From an optimization exercise on the open Yosys and OpenROAD flow, aimed at small area; shortcuts taken in it are not production practice.
Function was checked by simulation only, so behaviour that the tests miss may differ from the original.
No driver is modelled on the clock port, so clocking that relies on it looks cheaper here than on a real chip.
Power figures rest on the tool's default switching activity, not on a simulated workload.

## indexed_insert_delete_array
module indexed_insert_delete_array (
  input  logic        clk_i,
  input  logic        rst_ni,
  input  logic        in_valid_i,
  output logic        in_stall_o,
  input  logic [2:0]  command_i,
  input  logic [4:0]  position_i,
  input  logic [31:0] element_i,
  output logic        out_valid_o,
  input  logic        out_stall_i,
  output logic [31:0] read_word_o,
  output logic        found_o,
  output logic [1:0]  status_o,
  output logic [4:0]  count_o
);
  localparam logic [2:0] CMD_APPEND  = 3'd0;
  localparam logic [2:0] CMD_INSERT  = 3'd1;
  localparam logic [2:0] CMD_READ    = 3'd2;
  localparam logic [2:0] CMD_REMOVE  = 3'd3;
  localparam logic [2:0] CMD_REPLACE = 3'd4;
  logic        hold_q;
  logic        accept;
  logic [4:0]  used_q;
  logic [3:0]  slot_q [16];
  logic [31:0] word_q [16];
  logic [3:0]  rd_slot_q;
  logic        found_q;
  logic [1:0]  status_q;
  ...
make LEC_CHECK=0 CAP_MARGIN=20 CORE_MARGIN=2 CORE_UTILIZATION=60 CTS_BUF_LIST=sky130_fd_sc_hd__clkbuf_8 CTS_CLUSTER_DIAMETER=60 CTS_CLUSTER_SIZE=16 SLEW_MARGIN=20 SYNTH_HIERARCHICAL=1 SYNTH_MINIMUM_KEEP_SIZE=0 finish   # period 5.0 ns
run.sh (not shown) runs the stock make flow with config.mk's settings and CLKGATE_MAP_FILE= SYNTH_SCRIPT=/design/flow/synth_recipe.tcl, a recipe that flattens the netlist after the stock synthesis.
The first run finished with timing, DRC and antenna clean.
Next try:
==> flow/flow/run.sh (new file) <==
#!/bin/bash
set -euo pipefail
export BUFFER_PORTS_ARGS="-buffer_cell sky130_fd_sc_hd__buf_1"
export RECOVER_POWER=100
bash standard.sh > standard.log 2>&1
==> flow/standard.sh (new file) <==
#!/bin/bash
# synth_recipe.tcl (not shown) runs the flow's synth.tcl, then flattens the netlist and writes it again
# the make line also repeats each setting of config.mk as NAME=value (left out here)
make -C /OpenROAD-flow-scripts/flow DESIGN_CONFIG=/design/flow/config.mk WORK_HOME=/design/flow/orfs CLKGATE_MAP_FILE= SYNTH_SCRIPT=/design/flow/synth_recipe.tcl "${@:-finish}"
removed: flow/run.sh
What happened:
- The changed run finished with max-capacitance violations, max-slew violations left
- utilization goes down by 2.3 points
- wire length fell slightly
- cell area goes down by a few percent
- total power decreases slightly
- register-to-register slack is worse by 0.37 ns
- maximum frequency went up by a few percent
- setup slack gains 0.18 ns
- critical path depth stays the same
Next try:
==> flow/flow/run.sh (replaced) <==
#!/bin/bash
set -euo pipefail
export BUFFER_PORTS_ARGS="-buffer_cell sky130_fd_sc_hd__buf_1"
bash standard.sh > standard.log 2>&1
Outcome: With this change the flow passed the timing, design-rule and antenna checks. Sequential share of layout area shrinks by 0.57 points. Global-route usage stays the same. Cell count stays the same. Via count shrinks by 0.38%. Total power is about the same. Count of clock-buffer cells in the layout stays the same.

---

## run 1
The RTL this note starts from:
==> flow/design.v <==
module iida_aoi222 (
  input  logic a0, a1, b0, b1, c0, c1,
  output logic y
);
  assign y = ~((a0 & a1) | (b0 & b1) | (c0 & c1));
endmodule
module iida_nand2 (
  input  logic a, b,
  output logic y
);
  assign y = ~(a & b);
endmodule
module iida_and3 (
  input  logic a, b, c,
  output logic y
);
  assign y = a & b & c;
endmodule
module iida_nand4 (
  input  logic a, b, c, d,
  output logic y
);
  assign y = ~(a & b & c & d);
endmodule
module iida_sel16 (
  input  logic [15:0] d,
  input  logic [15:0] sel,
  output logic        y
);
  logic [5:0] n;
  iida_aoi222 u_0 (d[0],  sel[0],  d[1],  sel[1],  d[2],  sel[2],  n[0]);
  iida_aoi222 u_1 (d[3],  sel[3],  d[4],  sel[4],  d[5],  sel[5],  n[1]);
  iida_aoi222 u_2 (d[6],  sel[6],  d[7],  sel[7],  d[8],  sel[8],  n[2]);
  iida_aoi222 u_3 (d[9],  sel[9],  d[10], sel[10], d[11], sel[11], n[3]);
  iida_aoi222 u_4 (d[12], sel[12], d[13], sel[13], d[14], sel[14], n[4]);
  iida_nand2  u_5 (d[15], sel[15], n[5]);
  logic       a;
  iida_and3   u_a (n[0], n[1], n[2], a);
  iida_nand4  u_o (a, n[3], n[4], n[5], y);
endmodule
module iida_sel4 (
  input  logic up, su, dn, sd, nw, sn, q, h,
  output logic y
);
  logic n0, n1;
  iida_aoi222 u_0 (up, su, dn, sd, nw, sn, n0);
  iida_nand2  u_1 (q, h, n1);
  iida_nand2  u_o (n0, n1, y);
endmodule
module iida_sel3 (
  input  logic a, sa, b, sb, q, h,
  output logic y
);
  logic n0;
  iida_aoi222 u_0 (a, sa, b, sb, q, h, n0);
  assign y = ~n0;
endmodule
module indexed_insert_delete_array (
  input  logic        clk_i,
  input  logic        rst_ni,
  input  logic        in_valid_i,
  output logic        in_stall_o,
  input  logic [2:0]  command_i,
  input  logic [4:0]  position_i,
  input  logic [31:0] element_i,
  output logic        out_valid_o,
  input  logic        out_stall_i,
  output logic [31:0] read_word_o,
  output logic        found_o,
  output logic [1:0]  status_o,
  output logic [4:0]  count_o
);
  localparam logic [2:0] CMD_APPEND  = 3'd0;
  localparam logic [2:0] CMD_INSERT  = 3'd1;
  localparam logic [2:0] CMD_READ    = 3'd2;
  localparam logic [2:0] CMD_REMOVE  = 3'd3;
  localparam logic [2:0] CMD_REPLACE = 3'd4;
  logic        hold_q;
  logic        accept;
  logic [4:0]  used_q;
  logic [3:0]  slot_q [16];
  logic [31:0] word_q [16];
  logic [3:0]  rd_slot_q;
  logic        found_q;
  logic [1:0]  status_q;
  assign out_valid_o = hold_q;
  assign in_stall_o  = hold_q & out_stall_i;
  assign accept      = in_valid_i & ~in_stall_o;
  always_ff @(posedge clk_i or negedge rst_ni) begin
    if (!rst_ni) begin
      hold_q <= 1'b0;
    end else begin
      hold_q <= accept | (hold_q & out_stall_i);
    end
  end
  logic       full, pos_gt, pos_ge;
  logic       do_ins, do_rem, do_repl, hit;
  logic [1:0] status_d;
  logic [3:0] ins_pos;
  assign full   = used_q[4];
  assign pos_gt = position_i > used_q;
  assign pos_ge = position_i >= used_q;
  always_comb begin
    do_ins   = 1'b0;
    do_rem   = 1'b0;
    do_repl  = 1'b0;
    hit      = 1'b0;
    status_d = 2'd0;
    ins_pos  = position_i[3:0];
    case (command_i)
      CMD_APPEND: begin
        ins_pos = used_q[3:0];
        if (full) status_d = 2'd2;
        else      do_ins   = 1'b1;
      end
      CMD_INSERT: begin
        if (pos_gt)    status_d = 2'd1;
        else if (full) status_d = 2'd2;
        else           do_ins   = 1'b1;
      end
      CMD_READ: begin
        if (pos_ge) status_d = 2'd1;
        else        hit      = 1'b1;
      end
      CMD_REMOVE: begin
        if (pos_ge) status_d = 2'd1;
        else        do_rem   = 1'b1;
      end
      CMD_REPLACE: begin
        if (pos_ge) status_d = 2'd1;
        else        do_repl  = 1'b1;
      end
      default: ;
    endcase
  end
  logic [15:0] pos_oh;
  logic [3:0]  pos_slot;
  always_comb begin
    for (int i = 0; i < 16; i++) pos_oh[i] = position_i[3:0] == 4'(i);
  end
  for (genvar b = 0; b < 4; b++) begin : g_pos_slot
    logic [15:0] col;
    for (genvar i = 0; i < 16; i++) begin : g_col
      assign col[i] = slot_q[i][b];
    end
    iida_sel16 u_sel (.d(col), .sel(pos_oh), .y(pos_slot[b]));
  end
  always_ff @(posedge clk_i or negedge rst_ni) begin
    if (!rst_ni) begin
      used_q <= 5'd0;
    end else if (accept & do_ins) begin
      used_q <= used_q + 5'd1;
    end else if (accept & do_rem) begin
      used_q <= used_q - 5'd1;
    end
  end
  logic ins, rem;
  assign ins = accept & do_ins;
  assign rem = accept & do_rem;
  for (genvar i = 0; i < 16; i++) begin : g_map
    logic       su, sd, sn, h;
    logic [3:0] next;
    if (i == 0) begin : g_first
      assign sd = rem & (position_i[3:0] == 4'd0);
      assign sn = ins & (ins_pos == 4'd0);
      assign h  = ~(sd | sn);
      for (genvar b = 0; b < 4; b++) begin : g_bit
        iida_sel3 u_sel (
          .a(slot_q[1][b]), .sa(sd), .b(slot_q[15][b]), .sb(sn),
          .q(slot_q[0][b]), .h(h), .y(next[b])
        );
      end
    end else if (i == 15) begin : g_last
      assign su = ins & (ins_pos != 4'd15);
      assign sn = rem;
      assign h  = ~(su | sn);
      for (genvar b = 0; b < 4; b++) begin : g_bit
        iida_sel3 u_sel (
          .a(slot_q[14][b]), .sa(su), .b(pos_slot[b]), .sb(sn),
          .q(slot_q[15][b]), .h(h), .y(next[b])
        );
      end
    end else begin : g_mid
      assign su = ins & (ins_pos < 4'(i));
      assign sd = rem & (position_i[3:0] <= 4'(i));
      assign sn = ins & (ins_pos == 4'(i));
      assign h  = ~(su | sd | sn);
      for (genvar b = 0; b < 4; b++) begin : g_bit
        iida_sel4 u_sel (
          .up(slot_q[i-1][b]), .su(su), .dn(slot_q[i+1][b]), .sd(sd),
          .nw(slot_q[15][b]), .sn(sn), .q(slot_q[i][b]), .h(h), .y(next[b])
        );
      end
    end
    always_ff @(posedge clk_i or negedge rst_ni) begin
      if (!rst_ni) begin
        slot_q[i] <= 4'(i);
      end else begin
        slot_q[i] <= next;
      end
    end
  end
  logic [3:0] wr_slot;
  logic       wr_en;
  assign wr_slot = do_ins ? slot_q[15] : pos_slot;
  assign wr_en   = accept & (do_ins | do_repl);
  for (genvar s = 0; s < 16; s++) begin : g_word
    always_ff @(posedge clk_i) begin
      if (wr_en && (wr_slot == 4'(s))) begin
        word_q[s] <= element_i;
      end
    end
  end
  always_ff @(posedge clk_i) begin
    if (accept) begin
      rd_slot_q <= pos_slot;
      found_q   <= hit;
      status_q  <= status_d;
    end
  end
  logic [15:0] rd_oh;
  always_comb begin
    for (int s = 0; s < 16; s++) rd_oh[s] = found_q & (rd_slot_q == 4'(s));
  end
  for (genvar b = 0; b < 32; b++) begin : g_rd
    logic [15:0] col;
    for (genvar s = 0; s < 16; s++) begin : g_col
      assign col[s] = word_q[s][b];
    end
    iida_sel16 u_sel (.d(col), .sel(rd_oh), .y(read_word_o[b]));
  end
  assign found_o  = found_q;
  assign status_o = status_q;
  assign count_o  = used_q;
endmodule
export LEC_CHECK = 0
export CAP_MARGIN = 20
export CORE_MARGIN = 2
export CORE_UTILIZATION = 75
export CTS_BUF_LIST = sky130_fd_sc_hd__clkbuf_8
export CTS_CLUSTER_DIAMETER = 60
export CTS_CLUSTER_SIZE = 16
export PLACE_DENSITY = 0.85
export SLEW_MARGIN = 20
export SYNTH_HIERARCHICAL = 1
export SYNTH_MINIMUM_KEEP_SIZE = 0
create_clock -name core_clock -period 5.0 [get_ports {clk_i}]
standard.sh (not shown) runs the stock make flow with config.mk's settings and CLKGATE_MAP_FILE= SYNTH_SCRIPT=/design/flow/synth_recipe.tcl, a recipe that flattens the netlist after the stock synthesis.
==> flow/flow/run.sh <==
#!/bin/bash
set -euo pipefail
export BUFFER_PORTS_ARGS="-buffer_cell sky130_fd_sc_hd__buf_1"
export RECOVER_POWER=100
export POST_GLOBAL_ROUTE_TCL="$PWD/flow/post_grt.tcl"
export CTS_ARGS="-sink_clustering_enable -repair_clock_nets -sink_clustering_size 16 -sink_clustering_max_diameter 60 -buf_list sky130_fd_sc_hd__clkbuf_8 -dont_use_dummy_load"
bash standard.sh > standard.log 2>&1
==> flow/flow/post_grt.tcl <==
# After ORFS's global-route step (which ends with power recovery, i.e.
# sizing down cells on paths with slack), fix any max slew/capacitance
# violation that the sizing left, then legalize and reroute the changed nets.
global_route -start_incremental
repair_design -slew_margin $::env(SLEW_MARGIN) -cap_margin $::env(CAP_MARGIN)
detailed_placement
global_route -end_incremental
estimate_parasitics -global_routing
puts "post_grt: slew violations [sta::max_slew_violation_count], cap violations [sta::max_capacitance_violation_count]"
report_worst_slack -max
report_worst_slack -min
[inputs] run 2 vs run 1
diff --git a/flow/flow/run.sh b/flow/flow/run.sh
--- a/flow/flow/run.sh
+++ b/flow/flow/run.sh
@@ -4,4 +4,5 @@
 export RECOVER_POWER=100
 export POST_GLOBAL_ROUTE_TCL="$PWD/flow/post_grt.tcl"
+export POST_CTS_TCL="$PWD/flow/post_cts.tcl"
 export CTS_ARGS="-sink_clustering_enable -repair_clock_nets -sink_clustering_size 16 -sink_clustering_max_diameter 60 -buf_list sky130_fd_sc_hd__clkbuf_8 -dont_use_dummy_load"
 bash standard.sh > standard.log 2>&1
==> flow/flow/post_cts.tcl (new file) <==
# After ORFS's clock tree step: size down cells on paths with slack (power
# recovery, as ORFS does after global routing), fix any max slew/capacitance
# violation that leaves, and legalize.
estimate_parasitics -placement
repair_timing -recover_power 100 -verbose
repair_design -slew_margin $::env(SLEW_MARGIN) -cap_margin $::env(CAP_MARGIN)
detailed_placement
check_placement -verbose
estimate_parasitics -placement
puts "post_cts: slew violations [sta::max_slew_violation_count], cap violations [sta::max_capacitance_violation_count]"
In the flow results for run 1 and run 2, the stage delay of the slowest cell on the critical path is smaller on run 1. Number of nets at the end of the flow: run 2 vs run 1 — no meaningful difference. Of run 1 and run 2, run 1 shows the lower final worst hold slack, with run 2 above it.
Input-level comparison between run 3 and run 2:
==> flow/flow/run.sh <==
#!/bin/bash
set -euo pipefail
export BUFFER_PORTS_ARGS="-buffer_cell sky130_fd_sc_hd__buf_1"
export RECOVER_POWER=100
export POST_GLOBAL_ROUTE_TCL="$PWD/flow/post_grt.tcl"
bash standard.sh > standard.log 2>&1
removed: flow/flow/post_cts.tcl
Findings:
- Diff run 2 -> run 3: sequential share of layout area now sits lower, wire length of the first global-routing pass saw a decrease, area of combinational cells with multiple inputs up about 0.7%, power in combinational cells flat.
- In the metrics for run 2 and run 3, the one carrying the lower number of cells on the critical path is run 3.
- From run 2 to run 3 the numbers moved as follows: detailed-route wire length moved down; met3 routing resource usage after global routing now larger.
- Against run 2, the final cell area of run 3 is higher.
- Between run 3 and run 2, it is run 3 whose clock tree buffer count of the final layout is higher, by 1.
- Between run 2 and run 3, the routed wire length on met3 is lower for run 3.

[separate check: timing with driven ports]
Ports are ideal in the flow. The routed layouts listed here were re-timed in OpenROAD. Step 1 sets driving cells, clkbuf_16 on the clock port and buf_2 on the other inputs (assumed; they add their load-dependent delay and slew). Step 2 times the ports against the registers' clock, not the clock port: input delays grow and output delays shrink by t, the midpoint of the rising clock arrivals with the driver on. a / b / c = no drivers / after step 1 / after step 2; a / b = the first two.
run	shift t [ns]	slack for setup (ns)	latest minus earliest clock arrival (ns)	worst data-port slew with drivers (ns)	cell pins on the clock port's net
the first run of note 1	0.688	0.275 / 0.224 / 0.376	0.028 / 0.028	0.06	1
the second run of note 1	0.679	0.458 / 0.409 / -0.116	0.046 / 0.046	0.06	1
the third run of note 1	0.680	0.624 / 0.575 / 0.480	0.047 / 0.046	0.06	1
run 1	0.613	0.319 / 0.270 / -0.160	0.061 / 0.060	0.06	1
run 2	0.613	0.234 / 0.195 / -0.354	0.053 / 0.053	0.06	1
run 3	0.643	0.283 / 0.234 / -0.256	0.020 / 0.020	0.06	1
The setup slack of run 2, which loses most, moves by -0.039 ns with the drivers and by -0.588 ns with both steps.
